Background: an optimization exercise with open tools, aiming at small area, a short achievable clock period and few clock cycles. Do not read the settings as production practice.
At most, simulation tests tie the RTL to the original design; equivalence was not proved.

==> inputs of wip/tundra <==
==> flow/design.v <==
package lss_pkg;
    localparam int MAX_POINTS  = 1024;
    localparam int SAMPLE_BITS = 16;
    localparam int CNT_W       = $clog2(MAX_POINTS + 1);
    localparam int OUT_W       = 32;
    localparam int SX_W  = 26;    
    localparam int SXY_W = 42;    
    localparam int SXX_W = 41;    
    localparam int NUM_W = 51;    
    localparam int DEN_W = 50;    
endpackage
module lss_ctrl (
    input  logic close1,
    input  logic close2,
    input  logic closep,
    input  logic cap_soon,
    output logic busy
);
    logic many;
    logic one;
    assign many = (close1 & close2) | (close1 & closep) | (close2 & closep);
    assign one  = close1 | close2 | closep;
    assign busy = many | (one & ~cap_soon);
endmodule
module lss_square (
    input  logic signed [15:0] x,
    output logic [30:0]        sq
);
    logic        s;
    logic [14:0] w;
    assign s = x[15];
    assign w = x[14:0] ^ {15{s}};
    always_comb
    begin
        logic [30:0] acc;
        acc = {15'b0, s ? {w, 1'b1} : 16'b0};
        for (int i = 0; i < 15; i++)
        begin
            acc = acc + (31'(w[i]) << (2 * i));
            for (int j = i + 1; j < 15; j++)
            begin
                acc = acc + (31'(w[i] & w[j]) << (i + j + 1));
            end
        end
        sq = acc;
    end
endmodule
module lss_booth (
    input  logic [2:0] b,
    output logic       one,
    output logic       two,
    output logic       neg
);
    assign one = b[1] ^ b[0];
    assign two = (b[2] & ~b[1] & ~b[0]) | (~b[2] & b[1] & b[0]);
    assign neg = b[2] & ~(b[1] & b[0]);
endmodule
module least_squares_slope_core (
    input  logic                                   clk,
    input  logic                                   rst_n,
    input  logic                                   start,
    output logic                                   busy,
    input  logic signed [lss_pkg::SAMPLE_BITS-1:0] x_value,
    input  logic signed [lss_pkg::SAMPLE_BITS-1:0] y_value,
    input  logic                                   last_pair,
    output logic                                   done,
    output logic signed [lss_pkg::OUT_W-1:0]       slope,
    output logic                                   no_spread,
    output logic                                   saturated,
    output logic                                   overflowed,
    output logic [lss_pkg::CNT_W-1:0]              pair_count
);
    localparam int SXW  = lss_pkg::SX_W;
    localparam int SXYW = lss_pkg::SXY_W;
    localparam int SXXW = lss_pkg::SXX_W;
    localparam int NW   = lss_pkg::NUM_W;
    localparam int DW   = lss_pkg::DEN_W;
    logic               v1;
    logic               l1;
    logic signed [15:0] x1;
    logic signed [15:0] y1;
    always_ff @(posedge clk or negedge rst_n)
    begin
        if (!rst_n) v1 <= 1'b0;
        else        v1 <= start & ~busy;
    end
    always_ff @(posedge clk)
    begin
        l1 <= last_pair;
        x1 <= x_value;
        y1 <= y_value;
    end
    logic               v2;
    logic               l2;
    logic signed [15:0] x2;
    logic signed [15:0] y2;
    logic signed [31:0] pxy2;
    logic [30:0]        pxx2;
    logic [30:0]        sq1;
    lss_square u_sq (.x(x1), .sq(sq1));
    always_ff @(posedge clk or negedge rst_n)
    begin
        if (!rst_n) v2 <= 1'b0;
        else        v2 <= v1;
    end
    always_ff @(posedge clk)
    begin
        l2   <= l1;
        x2   <= x1;
        y2   <= y1;
        pxy2 <= x1 * y1;
        pxx2 <= sq1;
    end
    logic                   fresh;    
    logic                   pend;     
    logic [10:0]            cnt;
    logic signed [SXW-1:0]  sx;
    logic signed [SXW-1:0]  sy;
    logic signed [SXYW-1:0] sxy;
    logic [SXXW-1:0]        sxx;
    logic                   drop;
    logic                   full;
    logic                   cap;
    assign full = ~fresh & cnt[10];    
    always_ff @(posedge clk or negedge rst_n)
    begin
        if (!rst_n)
        begin
            fresh <= 1'b1;
            pend  <= 1'b0;
        end
        else
        begin
            if (v2) fresh <= l2;
            if (v2 & l2)  pend <= 1'b1;
            else if (cap) pend <= 1'b0;
        end
    end
    always_ff @(posedge clk)
    begin
        if (v2)
        begin
            if (!full)
            begin
                cnt <= (fresh ? 11'd0 : cnt) + 11'd1;
                sx  <= (fresh ? '0 : sx) + SXW'(x2);
                sy  <= (fresh ? '0 : sy) + SXW'(y2);
                sxy <= (fresh ? '0 : sxy) + SXYW'(pxy2);
                sxx <= (fresh ? '0 : sxx) + SXXW'(pxx2);
            end
            drop <= ~fresh & (drop | full);
        end
    end
    logic                   m_full;
    logic [3:0]             m_step;
    logic [10:0]            m_n;
    logic                   m_drop;
    logic signed [SXW-1:0]  m_sx;
    logic signed [SXW-1:0]  m_sy;
    logic signed [SXYW-1:0] m_sxy;
    logic [SXXW-1:0]        m_sxx;
    logic [NW-1:0]          acc_num;
    logic [DW-1:0]          acc_den;
    logic                   m_run;
    logic                   m_ready;
    logic                   hand;
    logic                   s_one, s_two, s_neg;
    logic                   n_one, n_two, n_neg;
    assign m_run   = m_full & (m_step != 4'd13);
    assign m_ready = m_full & (m_step == 4'd13);
    assign cap     = pend & (~m_full | hand);
    logic [3:0]  step_nx;
    logic [3:0]  k_nx;
    logic [26:0] sxe;
    logic [12:0] ne;
    logic [2:0]  sdig_nx;
    logic [2:0]  ndig_nx;
    logic        s_one_nx, s_two_nx, s_neg_nx;
    logic        n_one_nx, n_two_nx, n_neg_nx;
    assign step_nx = cap ? 4'd0 : m_step + 4'd1;
    assign k_nx    = 4'd12 - step_nx;
    assign sxe     = cap ? {sx, 1'b0} : {m_sx, 1'b0};
    assign ne      = cap ? {1'b0, cnt, 1'b0} : {1'b0, m_n, 1'b0};
    assign sdig_nx = (k_nx > 4'd12) ? 3'b000 : sxe[2*k_nx +: 3];
    assign ndig_nx = (k_nx > 4'd5) ? 3'b000 : ne[2*k_nx +: 3];
    lss_booth u_bs (.b(sdig_nx), .one(s_one_nx), .two(s_two_nx), .neg(s_neg_nx));
    lss_booth u_bn (.b(ndig_nx), .one(n_one_nx), .two(n_two_nx), .neg(n_neg_nx));
    always_ff @(posedge clk or negedge rst_n)
    begin
        if (!rst_n)
        begin
            m_full <= 1'b0;
        end
        else
        begin
            if (cap)       m_full <= 1'b1;
            else if (hand) m_full <= 1'b0;
        end
    end
    always_ff @(posedge clk)
    begin
        if (cap)
        begin
            m_n    <= cnt;
            m_drop <= drop;
            m_sx   <= sx;
            m_sy   <= sy;
            m_sxy  <= sxy;
            m_sxx  <= sxx;
        end
        if (cap | m_run)
        begin
            m_step <= step_nx;
            s_one  <= s_one_nx;
            s_two  <= s_two_nx;
            s_neg  <= s_neg_nx;
            n_one  <= n_one_nx;
            n_two  <= n_two_nx;
            n_neg  <= n_neg_nx;
        end
    end
    logic          first;
    logic          neg_a;
    logic          neg_b;
    logic [NW-1:0] a_num, b_num;
    logic [DW-1:0] a_den, b_den;
    logic [NW-1:0] num_nx;
    logic [DW-1:0] den_nx;
    assign first = (m_step == 4'd0);
    assign neg_a = n_neg;
    assign neg_b = (s_one | s_two) & ~s_neg;    
    always_comb
    begin
        logic [NW-1:0] sxy_e;
        logic [NW-1:0] sy_e;
        logic [DW-1:0] sxx_e;
        logic [DW-1:0] sx_e;
        sxy_e = NW'(m_sxy);
        sy_e  = NW'(m_sy);
        sxx_e = DW'(m_sxx);
        sx_e  = DW'(m_sx);
        a_num = (n_one ? sxy_e : '0) | (n_two ? (sxy_e << 1) : '0);
        b_num = (s_one ? sy_e  : '0) | (s_two ? (sy_e  << 1) : '0);
        a_den = (n_one ? sxx_e : '0) | (n_two ? (sxx_e << 1) : '0);
        b_den = (s_one ? sx_e  : '0) | (s_two ? (sx_e  << 1) : '0);
        a_num = a_num ^ {NW{neg_a}};
        b_num = b_num ^ {NW{neg_b}};
        a_den = a_den ^ {DW{neg_a}};
        b_den = b_den ^ {DW{neg_b}};
        num_nx = {acc_num[NW-3:0] & {(NW-2){~first}}, neg_a & neg_b, neg_a ^ neg_b}
               + a_num + b_num;
        den_nx = {acc_den[DW-3:0] & {(DW-2){~first}}, neg_a & neg_b, neg_a ^ neg_b}
               + a_den + b_den;
    end
    always_ff @(posedge clk)
    begin
        if (m_run)
        begin
            acc_num <= num_nx;
            acc_den <= den_nx;
        end
    end
    localparam logic [1:0] D_IDLE = 2'd0;
    localparam logic [1:0] D_STEP = 2'd1;
    localparam logic [1:0] D_FIN  = 2'd2;
    localparam logic [1:0] D_SHOW = 2'd3;
    logic [1:0]    d_state;
    logic [3:0]    d_cnt;
    logic [DW-1:0] d_rem;
    logic [DW-1:0] d_den;
    logic [31:0]   d_ql;       
    logic          d_neg;
    logic          d_flat;
    logic          d_big;
    logic          d_sat;
    logic [10:0]   d_n;
    logic          d_drop;
    logic          d_loadable;
    assign d_loadable = (d_state == D_IDLE) | (d_state == D_SHOW);
    assign hand       = m_ready & d_loadable;
    logic          num_neg;
    logic [NW-1:0] num_mag;
    assign num_neg = acc_num[NW-1];
    assign num_mag = (acc_num ^ {NW{num_neg}}) + NW'(num_neg);
    logic [DW+2:0] r4;
    logic [DW+2:0] t1, t2, t3;
    logic [DW-1:0] rem_nx;
    logic [1:0]    qd;
    logic          big_c;
    assign r4 = {1'b0, d_rem, d_ql[31:30]};
    assign t1 = r4 - {3'b0, d_den};
    assign t2 = r4 - {2'b0, d_den, 1'b0};
    assign t3 = r4 - {3'b0, d_den} - {2'b0, d_den, 1'b0};
    assign big_c = d_rem >= d_den;
    always_comb
    begin
        if (!t3[DW+2])
        begin
            qd     = 2'd3;
            rem_nx = t3[DW-1:0];
        end
        else if (!t2[DW+2])
        begin
            qd     = 2'd2;
            rem_nx = t2[DW-1:0];
        end
        else if (!t1[DW+2])
        begin
            qd     = 2'd1;
            rem_nx = t1[DW-1:0];
        end
        else
        begin
            qd     = 2'd0;
            rem_nx = r4[DW-1:0];
        end
    end
    logic        sat_c;
    logic [31:0] slope_c;
    always_comb
    begin
        sat_c = ~d_flat & (d_big | (d_ql[31] & (~d_neg | (|d_ql[30:0]))));
        if (d_flat)
            slope_c = 32'd0;
        else if (sat_c)
            slope_c = d_neg ? 32'h8000_0000 : 32'h7FFF_FFFF;
        else if (d_neg)
            slope_c = -d_ql;
        else
            slope_c = d_ql;
    end
    always_ff @(posedge clk or negedge rst_n)
    begin
        if (!rst_n)
        begin
            d_state <= D_IDLE;
        end
        else
        begin
            case (d_state)
                D_IDLE:  if (hand) d_state <= D_STEP;
                D_STEP:  if ((d_cnt == 4'd15) || ((d_cnt == 4'd0) && (d_flat | big_c)))
                             d_state <= D_FIN;
                D_FIN:   d_state <= D_SHOW;
                default: d_state <= hand ? D_STEP : D_IDLE;
            endcase
        end
    end
    always_ff @(posedge clk)
    begin
        if (hand)
        begin
            d_cnt  <= 4'd0;
            d_neg  <= num_neg;
            d_rem  <= DW'(num_mag[NW-1:16]);
            d_ql   <= {num_mag[15:0], 16'd0};
            d_den  <= acc_den;
            d_flat <= (acc_den == '0);
            d_n    <= m_n;
            d_drop <= m_drop;
        end
        else if (d_state == D_STEP)
        begin
            d_cnt <= d_cnt + 4'd1;
            d_rem <= rem_nx;
            d_ql  <= {d_ql[29:0], qd};
            if (d_cnt == 4'd0) d_big <= big_c;
        end
        else if (d_state == D_FIN)
        begin
            d_ql  <= slope_c;
            d_sat <= sat_c;
        end
    end
    assign done       = (d_state == D_SHOW);
    assign slope      = d_ql;
    assign no_spread  = d_flat;
    assign saturated  = d_sat;
    assign overflowed = d_drop;
    assign pair_count = d_n;
    logic m_soon;
    logic d_soon;
    logic cap_soon;
    assign m_soon   = m_step >= 4'd11;
    assign d_soon   = (d_state != D_STEP) | (d_cnt == 4'd15);
    assign cap_soon = ~m_full | (m_soon & d_soon);
    lss_ctrl u_ctrl (
        .close1   (v1 & l1),
        .close2   (v2 & l2),
        .closep   (pend),
        .cap_soon (cap_soon),
        .busy     (busy)
    );
endmodule
==> flow/run.sh <==
#!/bin/bash
# synth_recipe.tcl (not shown) runs the flow's synth.tcl, then flattens the netlist and writes it again
# the make line also repeats each setting of config.mk as NAME=value (left out here)
make -C /OpenROAD-flow-scripts/flow DESIGN_CONFIG=/design/flow/config.mk WORK_HOME=/design/flow/orfs CLKGATE_MAP_FILE= SYNTH_SCRIPT=/design/flow/synth_recipe.tcl finish
==> flow/config.mk <==
export PLATFORM = sky130hd
export DESIGN_NAME = least_squares_slope_core
export DESIGN_NICKNAME = least_squares_slope_core
export VERILOG_FILES = /design/flow/design.v
export SDC_FILE = /design/flow/constraint.sdc
export NUM_CORES = 4
export LEC_CHECK = 0
export CAP_MARGIN = 20
export CORE_MARGIN = 2
export CORE_UTILIZATION = 40
export PLACE_DENSITY = 0.6
export SETUP_SLACK_MARGIN = 5
export SLEW_MARGIN = 20
==> flow/constraint.sdc <==
create_clock -name core_clock -period 11.0 [get_ports {clk}]
set_input_delay 2.2000 -clock core_clock [delete_from_list [all_inputs] [get_ports {clk}]]
set_output_delay 2.2000 -clock core_clock [all_outputs]
set_load 0.01 [all_outputs]
==> wip/pepper: changes against wip/tundra <==
Settings changed: SETUP_SLACK_MARGIN 5 to not set.
==> wip/maple: changes against wip/tundra <==
--- a/flow/design.v
+++ b/flow/design.v
@@ -12,5 +12,4 @@
 module lss_ctrl (
     input  logic close1,
-    input  logic close2,
     input  logic closep,
     input  logic cap_soon,
@@ -19,11 +18,12 @@
     logic many;
     logic one;
-    assign many = (close1 & close2) | (close1 & closep) | (close2 & closep);
-    assign one  = close1 | close2 | closep;
+    assign many = close1 & closep;
+    assign one  = close1 | closep;
     assign busy = many | (one & ~cap_soon);
 endmodule
 module lss_square (
     input  logic signed [15:0] x,
-    output logic [30:0]        sq
+    output logic [16:0]        sq_lo,
+    output logic [30:0]        sq_hi
 );
     logic        s;
@@ -33,15 +33,20 @@
     always_comb
     begin
-        logic [30:0] acc;
-        acc = {15'b0, s ? {w, 1'b1} : 16'b0};
+        logic [16:0] lo;
+        logic [30:0] hi;
+        lo = {1'b0, s ? {w, 1'b1} : 16'b0};
+        hi = '0;
         for (int i = 0; i < 15; i++)
         begin
-            acc = acc + (31'(w[i]) << (2 * i));
+            if (i < 8) lo = lo + (17'(w[i]) << (2 * i));
+            else       hi = hi + (31'(w[i]) << (2 * i));
             for (int j = i + 1; j < 15; j++)
             begin
-                acc = acc + (31'(w[i] & w[j]) << (i + j + 1));
+                if (j < 8) lo = lo + (17'(w[i] & w[j]) << (i + j + 1));
+                else       hi = hi + (31'(w[i] & w[j]) << (i + j + 1));
             end
         end
-        sq = acc;
+        sq_lo = lo;
+        sq_hi = hi;
     end
 endmodule
@@ -91,25 +96,4 @@
         y1 <= y_value;
     end
-    logic               v2;
-    logic               l2;
-    logic signed [15:0] x2;
-    logic signed [15:0] y2;
-    logic signed [31:0] pxy2;
-    logic [30:0]        pxx2;
-    logic [30:0]        sq1;
-    lss_square u_sq (.x(x1), .sq(sq1));
-    always_ff @(posedge clk or negedge rst_n)
-    begin
-        if (!rst_n) v2 <= 1'b0;
-        else        v2 <= v1;
-    end
-    always_ff @(posedge clk)
-    begin
-        l2   <= l1;
-        x2   <= x1;
-        y2   <= y1;
-        pxy2 <= x1 * y1;
-        pxx2 <= sq1;
-    end
     logic                   fresh;    
     logic                   pend;     
@@ -117,9 +101,8 @@
     logic signed [SXW-1:0]  sx;
     logic signed [SXW-1:0]  sy;
-    logic signed [SXYW-1:0] sxy;
-    logic [SXXW-1:0]        sxx;
     logic                   drop;
     logic                   full;
-    logic                   cap;
+    logic                   cap;      
+    logic                   cap_b;    
     assign full = ~fresh & cnt[10];    
     always_ff @(posedge clk or negedge rst_n)
@@ -132,6 +115,6 @@
         else
         begin
-            if (v2) fresh <= l2;
-            if (v2 & l2)  pend <= 1'b1;
+            if (v1) fresh <= l1;
+            if (v1 & l1)  pend <= 1'b1;
             else if (cap) pend <= 1'b0;
         end
@@ -139,17 +122,69 @@
     always_ff @(posedge clk)
     begin
-        if (v2)
+        if (v1)
         begin
             if (!full)
             begin
                 cnt <= (fresh ? 11'd0 : cnt) + 11'd1;
-                sx  <= (fresh ? '0 : sx) + SXW'(x2);
-                sy  <= (fresh ? '0 : sy) + SXW'(y2);
-                sxy <= (fresh ? '0 : sxy) + SXYW'(pxy2);
-                sxx <= (fresh ? '0 : sxx) + SXXW'(pxx2);
+                sx  <= (fresh ? '0 : sx) + SXW'(x1);
+                sy  <= (fresh ? '0 : sy) + SXW'(y1);
             end
             drop <= ~fresh & (drop | full);
         end
     end
+    logic               a2;       
+    logic               c2;       
+    logic signed [23:0] pxy_lo2;    
+    logic signed [23:0] pxy_hi2;    
+    logic [16:0]        pxx_lo2;
+    logic [30:0]        pxx_hi2;
+    logic [16:0]        sq_lo1;
+    logic [30:0]        sq_hi1;
+    lss_square u_sq (.x(x1), .sq_lo(sq_lo1), .sq_hi(sq_hi1));
+    always_ff @(posedge clk or negedge rst_n)
+    begin
+        if (!rst_n)
+        begin
+            a2 <= 1'b0;
+            c2 <= 1'b0;
+        end
+        else
+        begin
+            a2 <= v1 & ~full;
+            c2 <= v1 & l1;
+        end
+    end
+    always_ff @(posedge clk)
+    begin
+        pxy_lo2 <= $signed({1'b0, x1[7:0]}) * y1;
+        pxy_hi2 <= $signed(x1[15:8]) * y1;
+        pxx_lo2 <= sq_lo1;
+        pxx_hi2 <= sq_hi1;
+    end
+    logic                   fresh_b;
+    logic signed [SXYW-1:0] sxy;
+    logic [SXXW-1:0]        sxx;
+    always_ff @(posedge clk or negedge rst_n)
+    begin
+        if (!rst_n)
+        begin
+            fresh_b <= 1'b1;
+            cap_b   <= 1'b0;
+        end
+        else
+        begin
+            if (c2)      fresh_b <= 1'b1;
+            else if (a2) fresh_b <= 1'b0;
+            cap_b <= cap;
+        end
+    end
+    always_ff @(posedge clk)
+    begin
+        if (a2)
+        begin
+            sxy <= (fresh_b ? '0 : sxy) + SXYW'(pxy_lo2) + (SXYW'(pxy_hi2) << 8);
+            sxx <= (fresh_b ? '0 : sxx) + SXXW'(pxx_lo2) + SXXW'(pxx_hi2);
+        end
+    end
     logic                   m_full;
     logic [3:0]             m_step;
@@ -206,4 +241,7 @@
             m_sx   <= sx;
             m_sy   <= sy;
+        end
+        if (cap_b)
+        begin
             m_sxy  <= sxy;
             m_sxx  <= sxx;
@@ -291,5 +329,10 @@
     assign t1 = r4 - {3'b0, d_den};
     assign t2 = r4 - {2'b0, d_den, 1'b0};
-    assign t3 = r4 - {3'b0, d_den} - {2'b0, d_den, 1'b0};
+    logic [DW+2:0] c3a, c3b, c3s, c3c;
+    assign c3a = ~{3'b0, d_den};
+    assign c3b = ~{2'b0, d_den, 1'b0};
+    assign c3s = r4 ^ c3a ^ c3b;
+    assign c3c = {(r4[DW+1:0] & c3a[DW+1:0]) | (r4[DW+1:0] & c3b[DW+1:0]) | (c3a[DW+1:0] & c3b[DW+1:0]), 1'b1};
+    assign t3  = c3s + c3c + (DW+3)'(1);
     assign big_c = d_rem >= d_den;
     always_comb
@@ -316,4 +359,6 @@
         end
     end
+    logic d_fin_c;    
+    assign d_fin_c = (d_cnt == 4'd15) || ((d_cnt == 4'd0) && (d_flat | big_c));
     logic        sat_c;
     logic [31:0] slope_c;
@@ -340,6 +385,5 @@
             case (d_state)
                 D_IDLE:  if (hand) d_state <= D_STEP;
-                D_STEP:  if ((d_cnt == 4'd15) || ((d_cnt == 4'd0) && (d_flat | big_c)))
-                             d_state <= D_FIN;
+                D_STEP:  if (d_fin_c) d_state <= D_FIN;
                 D_FIN:   d_state <= D_SHOW;
                 default: d_state <= hand ? D_STEP : D_IDLE;
@@ -379,16 +423,29 @@
     assign overflowed = d_drop;
     assign pair_count = d_n;
-    logic m_soon;
-    logic d_soon;
-    logic cap_soon;
-    assign m_soon   = m_step >= 4'd11;
-    assign d_soon   = (d_state != D_STEP) | (d_cnt == 4'd15);
-    assign cap_soon = ~m_full | (m_soon & d_soon);
+    logic       pend_n;
+    logic       close1_n;
+    logic       m_full_n;
+    logic [3:0] m_step_n;
+    logic       d_step_n;
+    logic       cap_soon_n;
+    logic       busy_n;
+    logic       busy_r;
+    assign pend_n     = (v1 & l1) | (pend & ~cap);
+    assign close1_n   = start & ~busy_r & last_pair;
+    assign m_full_n   = cap | (m_full & ~hand);
+    assign m_step_n   = (cap | m_run) ? step_nx : m_step;
+    assign d_step_n   = (d_state == D_STEP) ? ~d_fin_c : hand;
+    assign cap_soon_n = ~m_full_n | ((m_step_n >= 4'd12) & ~d_step_n);
     lss_ctrl u_ctrl (
-        .close1   (v1 & l1),
-        .close2   (v2 & l2),
-        .closep   (pend),
-        .cap_soon (cap_soon),
-        .busy     (busy)
+        .close1   (close1_n),
+        .closep   (pend_n),
+        .cap_soon (cap_soon_n),
+        .busy     (busy_n)
     );
+    always_ff @(posedge clk or negedge rst_n)
+    begin
+        if (!rst_n) busy_r <= 1'b0;
+        else        busy_r <= busy_n;
+    end
+    assign busy = busy_r;
 endmodule
==> flow/flow/run.sh (new file) <==
#!/bin/bash
# standard layout, with timing repair aiming further below the clock period
set -euo pipefail
export SETUP_SLACK_MARGIN=6.5
bash standard.sh > flow.log 2>&1
==> flow/standard.sh (new file) <==
#!/bin/bash
# synth_recipe.tcl (not shown) runs the flow's synth.tcl, then flattens the netlist and writes it again
# the make line also repeats each setting of config.mk as NAME=value (left out here)
make -C /OpenROAD-flow-scripts/flow DESIGN_CONFIG=/design/flow/config.mk WORK_HOME=/design/flow/orfs CLKGATE_MAP_FILE= SYNTH_SCRIPT=/design/flow/synth_recipe.tcl "${@:-finish}"
Settings changed: CORE_UTILIZATION 40 to 55, PLACE_DENSITY 0.6 to 0.7, SETUP_SLACK_MARGIN 5 to not set.
removed: flow/run.sh
==> notes.md <==
	wip/tundra	wip/maple	wip/pepper
Run status	complete, no violations	complete, no violations	complete, no violations
Worst reg2reg path startpoint	x1[6]	x1[15]	d_ql[30]
Post-CTS Setup Inserts	135	150	0
Pin count of the biggest net entering global routing	84	85	76
Worst slew pin tran	1.23 ns	1.18 ns	1.11 ns
Count of cells resized by post-cts repair	208	374	0
Total clock buffers created by CTS	84	83	86
Tmin final	6.07 ns	5.61 ns	8.29 ns
Number of antenna violations at the first check in global routing	9	5	5
Share of the cycle needed by the critical path after routing	55.1%	51.0%	75.4%
Footprint of the multi-input gates	0.0458 sq mm	0.0478 sq mm	0.0442 sq mm
Core occupancy in the finished layout	46.1%	64.8%	43.9%
Number of diodes added for antenna fixing	0	3	0
Pre-CTS setup slack	3.31 ns	4.68 ns	2.88 ns
DR pass1 iterations	6	6	7
# clk buffers	112	99	109
Core box area	0.165 sq mm	0.122 sq mm	0.165 sq mm
Slowest CP cell	fa_1	fa_1	o311ai_0
Final worst setup slack	4.93 ns	5.39 ns	2.71 ns
Post-synthesis cell count	7165	7163	7165
Count of cells along the worst register-to-register path	23	23	26
Testbench counts of wip/tundra, summed over its fixed seeds: cycles 27,084.
Testbench counts of wip/pepper, summed over its fixed seeds: cycles 27,084.
No functional check of the RTL was part of wip/maple.

## static timing again, ports no longer ideal
How much do the figures lean on ideal ports? The routed layouts below were timed once more, with nothing changed but the port constraints.
Step 1: set_driving_cell puts a clkbuf_16 on clk and a buf_2 on each other input, an assumption about the parent block.
Step 2 adds t to the input delays and takes it off the output delays; t is the mean of the earliest and latest rising clock arrival at the registers after step 1. Input paths then give back, and output paths get back, about the clock's delay inside the block.
Slacks: ideal / step 1 / step 2; pairs: ideal / step 1.
run	t (ns)	setup WS [ns]	worst setup path at the end	worst data-port slew with drivers (ns)
wip/tundra	0.771	4.935 / 4.935 / 4.935	register to register	0.04
wip/pepper	0.793	2.709 / 2.709 / 2.709	register to register	0.05
wip/maple	0.759	5.393 / 5.393 / 5.393	register to register	0.07
After both steps setup and hold are still met in every run listed.
